What follows belongs to an exercise in optimizing a design on an open flow for small area, a short achievable clock period and few clock cycles per item; a production flow would make more cautious choices. RTL that was checked went through simulation tests only; none was proved equivalent to the original.

==> inputs of 09-16 <==
==> flow/design.v (excerpt) <==
module iteration_palette_gradient_top (
   input  logic             clock,
   input  logic             reset,
   input  logic             req_valid,
   output logic             req_ready,
   input  logic [15:0]      req_iteration_count,
   output logic             rsp_valid,
   input  logic             rsp_ready,
   output logic [7:0]       rsp_red,
   output logic [7:0]       rsp_green,
   output logic [7:0]       rsp_blue,
   input  logic             csr_wr_en,
   input  logic [15:0]      csr_wr_data
);
==> flow/config.mk <==
export PLATFORM = sky130hd
export DESIGN_NAME = iteration_palette_gradient_top
export DESIGN_NICKNAME = iteration_palette_gradient_top
export VERILOG_FILES = /design/flow/design.v
export SDC_FILE = /design/flow/constraint.sdc
export NUM_CORES = 4
export LEC_CHECK = 0
export ABC_CLOCK_PERIOD_IN_PS = 3000
export CAP_MARGIN = 20
export CORE_MARGIN = 2
export CORE_UTILIZATION = 40
export SETUP_SLACK_MARGIN = 5
export SLEW_MARGIN = 20
==> flow/constraint.sdc <==
create_clock -name core_clock -period 9.5 [get_ports {clock}]
set_input_delay 1.9000 -clock core_clock [delete_from_list [all_inputs] [get_ports {clock}]]
set_output_delay 1.9000 -clock core_clock [all_outputs]
set_load 0.01 [all_outputs]
run.sh (not shown) runs the stock make flow with config.mk's settings and CLKGATE_MAP_FILE= SYNTH_SCRIPT=/design/flow/synth_recipe.tcl, a recipe that flattens the netlist after the stock synthesis.
==> 05-20: changes against 09-16 <==
Settings changed: ABC_CLOCK_PERIOD_IN_PS 3000 to not set, SETUP_SLACK_MARGIN 5 to not set.
==> 02-09: changes against 09-16 <==
--- a/flow/design.v
+++ b/flow/design.v
@@ -125,15 +125,14 @@
          6'd44: c = 24'h19081e;
          6'd45: c = 24'h000000;
          default: c = 24'h0;
       endcase
       pal_blend = c;
    endfunction
    logic [15:0] lim;
-   logic        lz;
    logic [16:0] dv;
    logic        en;
    logic        rdy;
    logic [13:0] vld;
    logic [15:0] c_in;
    logic        out_v, skid_v, skid_v_n;
    logic [23:0] out_c, skid_c;
@@ -329,21 +328,20 @@
    logic [6:0] cq1_p13;
    logic [6:0] cq2_p13;
    logic [23:0] kb_113;
    logic [23:0] col_114;
    always_ff @(posedge clock) begin
       if (reset) begin
          lim <= 16'd256;
-         lz  <= 1'b0;
+         dv  <= 17'd256;
       end else if (csr_wr_en) begin
          lim <= csr_wr_data;
-         lz  <= (csr_wr_data == 16'd0);
+         dv  <= {1'b0, csr_wr_data[15:1], csr_wr_data[0] | (csr_wr_data == 16'd0)};
       end
    end
-   assign dv = {1'b0, lim[15:1], lim[0] | lz};
    assign en = !skid_v;
    always_ff @(posedge clock) begin
       if (reset) begin
          vld <= '0;
       end else if (en) begin
          vld <= {vld[12:0], req_valid};
       end
==> flow/flow/run.sh (new file) <==
#!/bin/bash
set -euo pipefail
MARGIN=$(cat flow/margin.txt)
bash standard.sh synth > synth.log 2>&1
bash standard.sh SETUP_SLACK_MARGIN=$MARGIN finish > layout.log 2>&1
==> flow/flow/margin.txt (new file) <==
6.0
==> flow/standard.sh (new file) <==
#!/bin/bash
# synth_recipe.tcl (not shown) runs the flow's synth.tcl, then flattens the netlist and writes it again
# the make line also repeats each setting of config.mk as NAME=value (left out here)
make -C /OpenROAD-flow-scripts/flow DESIGN_CONFIG=/design/flow/config.mk WORK_HOME=/design/flow/orfs CLKGATE_MAP_FILE= SYNTH_SCRIPT=/design/flow/synth_recipe.tcl "${@:-finish}"
Settings changed: ABC_CLOCK_PERIOD_IN_PS 3000 to not set.
removed: flow/run.sh
==> comparison <==
The highest via count belongs to 02-09, the lowest to 05-20. Global-route usage: 05-20 < 09-16 < 02-09. In 02-09 the clock skew is higher than in 05-20, by 0.040 ns.
Testbench counts of 09-16, summed over its fixed seeds: cycles 4,920, items 4,800.
Testbench counts of 05-20, summed over its fixed seeds: cycles 4,920, items 4,800.
The RTL of 02-09 was laid out without a check of its function.

========
==> inputs of job 4101 <==
Another version of the RTL of iteration_palette_gradient_top (not shown whole).
clock: 9.5 ns
lec_check: 0
cap_margin: 20
core_margin: 2
core_utilization: 40
slew_margin: 20
Stock flow here: none of the scripts above is used.
==> job 9739: changes against job 4101 <==
- ABC_CLOCK_PERIOD_IN_PS: unset -> 3000
- SETUP_SLACK_MARGIN: unset -> 5
==> comparison <==
- Via count: job 4101 is lower than job 9739 (about 2.7%).
- Between job 9739 and job 4101, the lower cell area is in job 4101 (gap about 5%, measured against job 4101).
- Worst hold slack: job 4101 is higher than job 9739 (35 ps).
- In job 4101 the first-iteration DRC count is larger than in job 9739, by 2.9%.
- Between job 4101 and job 9739, the lower routed wire length is in job 4101 (gap about 4.6%, measured against job 9739).
- Job 9739 went through all stages and came out clean. Job 4101 completed with no timing, DRC or antenna violations.
Testbench counts of job 4101, summed over its fixed seeds: cycles 4,920, items 4,800.
Testbench counts of job 9739, summed over its fixed seeds: cycles 4,920, items 4,800.

========
==> build 13: inputs <==
iteration_palette_gradient_top, a different RTL version from the one above (not shown whole).
Settings: LEC_CHECK=0, CAP_MARGIN=20, CORE_MARGIN=2, CORE_UTILIZATION=40, SETUP_SLACK_MARGIN=5, SLEW_MARGIN=20; clock period 9.5 ns.
standard.sh (not shown) runs the stock make flow with config.mk's settings and CLKGATE_MAP_FILE= SYNTH_SCRIPT=/design/flow/synth_recipe.tcl, a recipe that flattens the netlist after the stock synthesis.
==> flow/flow/run.sh <==
#!/bin/bash
set -euo pipefail
MARGIN=$(cat flow/margin.txt)
bash standard.sh synth > synth.log 2>&1
bash standard.sh SETUP_SLACK_MARGIN=$MARGIN finish > layout.log 2>&1
==> flow/flow/margin.txt <==
7.0
==> build 79: changes against build 13 <==
--- a/flow/design.v
+++ b/flow/design.v
@@ -333,72 +333,72 @@
    logic [53:0] bd_p8;
    logic [2:0] ng_p8;
    logic [5:0] ix_p8;
    logic [2:0] sb_33;
    logic [19:0] hx_34;
    logic [19:0] v00_35;
    logic [19:0] v01_36;
    logic [19:0] v02_37;
-   logic [22:0] e00_38;
-   logic [22:0] e01_39;
-   logic [22:0] e02_40;
-   logic [22:0] e03_41;
-   logic [22:0] dm0_42;
-   logic [22:0] sa0_43;
-   logic [22:0] ca0_44;
-   logic [22:0] sb0_45;
-   logic [22:0] cb0_46;
-   logic [22:0] ps0_47;
-   logic [22:0] pc0_48;
+   logic [21:0] e00_38;
+   logic [21:0] e01_39;
+   logic [21:0] e02_40;
+   logic [21:0] e03_41;
+   logic [21:0] dm0_42;
+   logic [21:0] sa0_43;
+   logic [21:0] ca0_44;
+   logic [21:0] sb0_45;
+   logic [21:0] cb0_46;
+   logic [21:0] ps0_47;
+   logic [21:0] pc0_48;
    logic [19:0] v10_49;
    logic [19:0] v11_50;
    logic [19:0] v12_51;
-   logic [22:0] e10_52;
-   logic [22:0] e11_53;
-   logic [22:0] e12_54;
-   logic [22:0] e13_55;
-   logic [22:0] dm1_56;
-   logic [22:0] sa1_57;
-   logic [22:0] ca1_58;
-   logic [22:0] sb1_59;
-   logic [22:0] cb1_60;
-   logic [22:0] ps1_61;
-   logic [22:0] pc1_62;
+   logic [21:0] e10_52;
+   logic [21:0] e11_53;
+   logic [21:0] e12_54;
+   logic [21:0] e13_55;
+   logic [21:0] dm1_56;
+   logic [21:0] sa1_57;
+   logic [21:0] ca1_58;
+   logic [21:0] sb1_59;
+   logic [21:0] cb1_60;
+   logic [21:0] ps1_61;
+   logic [21:0] pc1_62;
    logic [19:0] v20_63;
    logic [19:0] v21_64;
    logic [19:0] v22_65;
-   logic [22:0] e20_66;
-   logic [22:0] e21_67;
-   logic [22:0] e22_68;
-   logic [22:0] e23_69;
-   logic [22:0] dm2_70;
-   logic [22:0] sa2_71;
-   logic [22:0] ca2_72;
-   logic [22:0] sb2_73;
-   logic [22:0] cb2_74;
-   logic [22:0] ps2_75;
-   logic [22:0] pc2_76;
+   logic [21:0] e20_66;
+   logic [21:0] e21_67;
+   logic [21:0] e22_68;
+   logic [21:0] e23_69;
+   logic [21:0] dm2_70;
+   logic [21:0] sa2_71;
+   logic [21:0] ca2_72;
+   logic [21:0] sb2_73;
+   logic [21:0] cb2_74;
+   logic [21:0] ps2_75;
+   logic [21:0] pc2_76;
    logic [5:0] ix_p9;
    logic [2:0] sb_p9;
-   logic [22:0] ps0_p9;
-   logic [22:0] pc0_p9;
-   logic [22:0] ps1_p9;
-   logic [22:0] pc1_p9;
-   logic [22:0] ps2_p9;
-   logic [22:0] pc2_p9;
-   logic [22:0] tt0_77;
+   logic [21:0] ps0_p9;
+   logic [21:0] pc0_p9;
+   logic [21:0] ps1_p9;
+   logic [21:0] pc1_p9;
+   logic [21:0] ps2_p9;
+   logic [21:0] pc2_p9;
+   logic [21:0] tt0_77;
    logic [16:0] ch0_78;
    logic [3:0] cl0_79;
    logic [1:0] cq0_80;
-   logic [22:0] tt1_81;
+   logic [21:0] tt1_81;
    logic [16:0] ch1_82;
    logic [3:0] cl1_83;
    logic [1:0] cq1_84;
-   logic [22:0] tt2_85;
+   logic [21:0] tt2_85;
    logic [16:0] ch2_86;
    logic [3:0] cl2_87;
    logic [1:0] cq2_88;
    logic [5:0] ix_p10;
    logic [16:0] ch0_p10;
    logic [3:0] cl0_p10;
    logic [1:0] cq0_p10;
    logic [16:0] ch1_p10;
@@ -543,67 +543,67 @@
    assign ng_31[2] = bdr_29[58];
    assign bd_30[36 +: 18] = bdr_29[40 +: 18];
    assign ix_32 = s2_26;
    assign sb_33 = ~ng_p8 | {3{u_p8 == 16'd0}};
    assign hx_34 = {4'd0, u_p8};
    assign v00_35 = (({20{bd_p8[0]}} & hx_34) | ({20{bd_p8[1]}} & {hx_34[18:0], 1'b0}) | ({20{bd_p8[2]}} & {hx_34[17:0], 2'b0})) ^ {20{bd_p8[3]}};
    assign v01_36 = (({20{bd_p8[4]}} & hx_34) | ({20{bd_p8[5]}} & {hx_34[18:0], 1'b0}) | ({20{bd_p8[6]}} & {hx_34[17:0], 2'b0})) ^ {20{bd_p8[7]}};
    assign v02_37 = (({20{bd_p8[8]}} & hx_34) | ({20{bd_p8[9]}} & {hx_34[18:0], 1'b0}) | ({20{bd_p8[10]}} & {hx_34[17:0], 2'b0})) ^ {20{bd_p8[11]}};
-   assign e00_38 = {{3{v00_35[19]}}, v00_35};
-   assign e01_39 = {{1{v01_36[19]}}, v01_36, 1'b0, sb_33[0]};
-   assign e02_40 = {v02_37[18:0], 4'b0000};
-   assign e03_41 = {17'd0, bd_p8[17:12]};
-   assign dm0_42 = {1'b0, dv, 5'd0} ^ {23{sb_33[0]}};
+   assign e00_38 = {{2{v00_35[19]}}, v00_35};
+   assign e01_39 = {v01_36, 1'b0, sb_33[0]};
+   assign e02_40 = {v02_37[17:0], 4'b0000};
+   assign e03_41 = {16'd0, bd_p8[17:12]};
+   assign dm0_42 = {1'b0, dv[15:0], 5'd0} ^ {22{sb_33[0]}};
    assign sa0_43 = e00_38 ^ e01_39 ^ e02_40;
-   assign ca0_44 = {(e00_38[21:0] & e01_39[21:0]) | (e00_38[21:0] & e02_40[21:0]) | (e01_39[21:0] & e02_40[21:0]), 1'b0};
+   assign ca0_44 = {(e00_38[20:0] & e01_39[20:0]) | (e00_38[20:0] & e02_40[20:0]) | (e01_39[20:0] & e02_40[20:0]), 1'b0};
    assign sb0_45 = sa0_43 ^ ca0_44 ^ dm0_42;
-   assign cb0_46 = {(sa0_43[21:0] & ca0_44[21:0]) | (sa0_43[21:0] & dm0_42[21:0]) | (ca0_44[21:0] & dm0_42[21:0]), 1'b0};
+   assign cb0_46 = {(sa0_43[20:0] & ca0_44[20:0]) | (sa0_43[20:0] & dm0_42[20:0]) | (ca0_44[20:0] & dm0_42[20:0]), 1'b0};
    assign ps0_47 = sb0_45 ^ cb0_46 ^ e03_41;
-   assign pc0_48 = {(sb0_45[21:0] & cb0_46[21:0]) | (sb0_45[21:0] & e03_41[21:0]) | (cb0_46[21:0] & e03_41[21:0]), 1'b0};
+   assign pc0_48 = {(sb0_45[20:0] & cb0_46[20:0]) | (sb0_45[20:0] & e03_41[20:0]) | (cb0_46[20:0] & e03_41[20:0]), 1'b0};
    assign v10_49 = (({20{bd_p8[18]}} & hx_34) | ({20{bd_p8[19]}} & {hx_34[18:0], 1'b0}) | ({20{bd_p8[20]}} & {hx_34[17:0], 2'b0})) ^ {20{bd_p8[21]}};
    assign v11_50 = (({20{bd_p8[22]}} & hx_34) | ({20{bd_p8[23]}} & {hx_34[18:0], 1'b0}) | ({20{bd_p8[24]}} & {hx_34[17:0], 2'b0})) ^ {20{bd_p8[25]}};
    assign v12_51 = (({20{bd_p8[26]}} & hx_34) | ({20{bd_p8[27]}} & {hx_34[18:0], 1'b0}) | ({20{bd_p8[28]}} & {hx_34[17:0], 2'b0})) ^ {20{bd_p8[29]}};
-   assign e10_52 = {{3{v10_49[19]}}, v10_49};
-   assign e11_53 = {{1{v11_50[19]}}, v11_50, 1'b0, sb_33[1]};
-   assign e12_54 = {v12_51[18:0], 4'b0000};
-   assign e13_55 = {17'd0, bd_p8[35:30]};
-   assign dm1_56 = {1'b0, dv, 5'd0} ^ {23{sb_33[1]}};
+   assign e10_52 = {{2{v10_49[19]}}, v10_49};
+   assign e11_53 = {v11_50, 1'b0, sb_33[1]};
+   assign e12_54 = {v12_51[17:0], 4'b0000};
+   assign e13_55 = {16'd0, bd_p8[35:30]};
+   assign dm1_56 = {1'b0, dv[15:0], 5'd0} ^ {22{sb_33[1]}};
    assign sa1_57 = e10_52 ^ e11_53 ^ e12_54;
-   assign ca1_58 = {(e10_52[21:0] & e11_53[21:0]) | (e10_52[21:0] & e12_54[21:0]) | (e11_53[21:0] & e12_54[21:0]), 1'b0};
+   assign ca1_58 = {(e10_52[20:0] & e11_53[20:0]) | (e10_52[20:0] & e12_54[20:0]) | (e11_53[20:0] & e12_54[20:0]), 1'b0};
    assign sb1_59 = sa1_57 ^ ca1_58 ^ dm1_56;
-   assign cb1_60 = {(sa1_57[21:0] & ca1_58[21:0]) | (sa1_57[21:0] & dm1_56[21:0]) | (ca1_58[21:0] & dm1_56[21:0]), 1'b0};
+   assign cb1_60 = {(sa1_57[20:0] & ca1_58[20:0]) | (sa1_57[20:0] & dm1_56[20:0]) | (ca1_58[20:0] & dm1_56[20:0]), 1'b0};
    assign ps1_61 = sb1_59 ^ cb1_60 ^ e13_55;
-   assign pc1_62 = {(sb1_59[21:0] & cb1_60[21:0]) | (sb1_59[21:0] & e13_55[21:0]) | (cb1_60[21:0] & e13_55[21:0]), 1'b0};
+   assign pc1_62 = {(sb1_59[20:0] & cb1_60[20:0]) | (sb1_59[20:0] & e13_55[20:0]) | (cb1_60[20:0] & e13_55[20:0]), 1'b0};
    assign v20_63 = (({20{bd_p8[36]}} & hx_34) | ({20{bd_p8[37]}} & {hx_34[18:0], 1'b0}) | ({20{bd_p8[38]}} & {hx_34[17:0], 2'b0})) ^ {20{bd_p8[39]}};
    assign v21_64 = (({20{bd_p8[40]}} & hx_34) | ({20{bd_p8[41]}} & {hx_34[18:0], 1'b0}) | ({20{bd_p8[42]}} & {hx_34[17:0], 2'b0})) ^ {20{bd_p8[43]}};
    assign v22_65 = (({20{bd_p8[44]}} & hx_34) | ({20{bd_p8[45]}} & {hx_34[18:0], 1'b0}) | ({20{bd_p8[46]}} & {hx_34[17:0], 2'b0})) ^ {20{bd_p8[47]}};
-   assign e20_66 = {{3{v20_63[19]}}, v20_63};
-   assign e21_67 = {{1{v21_64[19]}}, v21_64, 1'b0, sb_33[2]};
-   assign e22_68 = {v22_65[18:0], 4'b0000};
-   assign e23_69 = {17'd0, bd_p8[53:48]};
-   assign dm2_70 = {1'b0, dv, 5'd0} ^ {23{sb_33[2]}};
+   assign e20_66 = {{2{v20_63[19]}}, v20_63};
+   assign e21_67 = {v21_64, 1'b0, sb_33[2]};
+   assign e22_68 = {v22_65[17:0], 4'b0000};
+   assign e23_69 = {16'd0, bd_p8[53:48]};
+   assign dm2_70 = {1'b0, dv[15:0], 5'd0} ^ {22{sb_33[2]}};
    assign sa2_71 = e20_66 ^ e21_67 ^ e22_68;
-   assign ca2_72 = {(e20_66[21:0] & e21_67[21:0]) | (e20_66[21:0] & e22_68[21:0]) | (e21_67[21:0] & e22_68[21:0]), 1'b0};
+   assign ca2_72 = {(e20_66[20:0] & e21_67[20:0]) | (e20_66[20:0] & e22_68[20:0]) | (e21_67[20:0] & e22_68[20:0]), 1'b0};
    assign sb2_73 = sa2_71 ^ ca2_72 ^ dm2_70;
-   assign cb2_74 = {(sa2_71[21:0] & ca2_72[21:0]) | (sa2_71[21:0] & dm2_70[21:0]) | (ca2_72[21:0] & dm2_70[21:0]), 1'b0};
+   assign cb2_74 = {(sa2_71[20:0] & ca2_72[20:0]) | (sa2_71[20:0] & dm2_70[20:0]) | (ca2_72[20:0] & dm2_70[20:0]), 1'b0};
    assign ps2_75 = sb2_73 ^ cb2_74 ^ e23_69;
-   assign pc2_76 = {(sb2_73[21:0] & cb2_74[21:0]) | (sb2_73[21:0] & e23_69[21:0]) | (cb2_74[21:0] & e23_69[21:0]), 1'b0};
+   assign pc2_76 = {(sb2_73[20:0] & cb2_74[20:0]) | (sb2_73[20:0] & e23_69[20:0]) | (cb2_74[20:0] & e23_69[20:0]), 1'b0};
    assign tt0_77 = ps0_p9 + pc0_p9;
    assign ch0_78 = tt0_77[21:5];
    assign cl0_79 = tt0_77[4:1];
-   assign cq0_80 = {sb_p9[0], !tt0_77[22]};
+   assign cq0_80 = {sb_p9[0], !tt0_77[21]};
    assign tt1_81 = ps1_p9 + pc1_p9;
    assign ch1_82 = tt1_81[21:5];
    assign cl1_83 = tt1_81[4:1];
-   assign cq1_84 = {sb_p9[1], !tt1_81[22]};
+   assign cq1_84 = {sb_p9[1], !tt1_81[21]};
    assign tt2_85 = ps2_p9 + pc2_p9;
    assign ch2_86 = tt2_85[21:5];
    assign cl2_87 = tt2_85[4:1];
-   assign cq2_88 = {sb_p9[2], !tt2_85[22]};
+   assign cq2_88 = {sb_p9[2], !tt2_85[21]};
    assign t_89 = {ch0_p10, cl0_p10[3]} + ({1'b0, dv} ^ {18{cq0_p10[0]}}) + {17'd0, cq0_p10[0]};
    assign ch0_90 = t_89[16:0];
    assign cl0_91 = cl0_p10[2:0];
    assign cq0_92 = {cq0_p10, !t_89[16]};
    assign t_93 = {ch1_p10, cl1_p10[3]} + ({1'b0, dv} ^ {18{cq1_p10[0]}}) + {17'd0, cq1_p10[0]};
    assign ch1_94 = t_93[16:0];
    assign cl1_95 = cl1_p10[2:0];
    assign cq1_96 = {cq1_p10, !t_93[16]};
==> flow/flow/margin.txt (replaced) <==
6.2
==> run summary <==
* Outcome: no timing/DRC/antenna violations
* Most frequent cells in the layout: edfxtp_1, buf_4, xnor2_1
* Mapped Cells at 5,109
* Slew of the pin with the lowest slew margin at 0.9250 ns
* Fraction of area in multi-input gates at 47.06%
* Proportion of layout cells with a drive suffix above 1 at 29.06%
* Number of clock sinks at 792
* Die X-Extent at 376.5 um
* Met3 wire length at 10,350 um
* First-pass GRT wire length at 235,000 um
Source of the figures above: build 13

==> run summary <==
* Slew of the pin with the lowest slew margin at 1.062 ns
* Mapped Cells at 5,181
* Die X-Extent at around 380 um
* Outcome: no timing/DRC/antenna violations
* Fraction of area in multi-input gates at 49.18%
* Proportion of layout cells with a drive suffix above 1 at between 7 and 8%
* Number of clock sinks at 786
* Met3 wire length at 6633 um
* Most frequent cells in the layout: edfxtp_1, ha_1, xnor2_1
Source of the figures above: build 79

Testbench counts of build 13, summed over its fixed seeds: cycles 4,928, items 4,800.
Testbench counts of build 79, summed over its fixed seeds: cycles 4,928, items 4,800.

-- afterwards: timing with drivers on the ports --
In the flow no input, the clock included, has a driving cell. The finished layouts below were timed again as built, in two steps. Step 1 sets driving cells, clkbuf_16 on the clock port and buf_2 on the other inputs (assumed; they add their load-dependent delay and slew). Step 2 times the ports against the registers' clock, not the clock port: input delays grow and output delays shrink by t, the midpoint of the rising clock arrivals with the driver on. a / b / c = no drivers / after step 1 / after step 2; a / b = the first two.
| run | t (ns) | setup slack, ns | worst setup path after step 2 |
|---|---|---|---|
| 09-16 | 0.773 | 5.117 / 5.117 / 5.117 | register to register |
| 05-20 | 0.791 | 4.108 / 4.108 / 4.108 | register to register |
| 02-09 | 0.774 | 5.427 / 5.427 / 5.427 | register to register |
| job 4101 | 0.748 | 1.986 / 1.986 / 1.986 | register to register |
| job 9739 | 0.755 | 3.735 / 3.735 / 3.735 | register to register |
| build 13 | 0.768 | 6.344 / 6.272 / 6.267 | input to register |
| build 79 | 0.787 | 6.276 / 6.186 / 5.739 | input to register |
After both steps setup and hold are still met in every run listed. For build 79, which loses most, drivers alone change the setup slack by -0.090 ns; drivers and shift together by -0.537 ns.
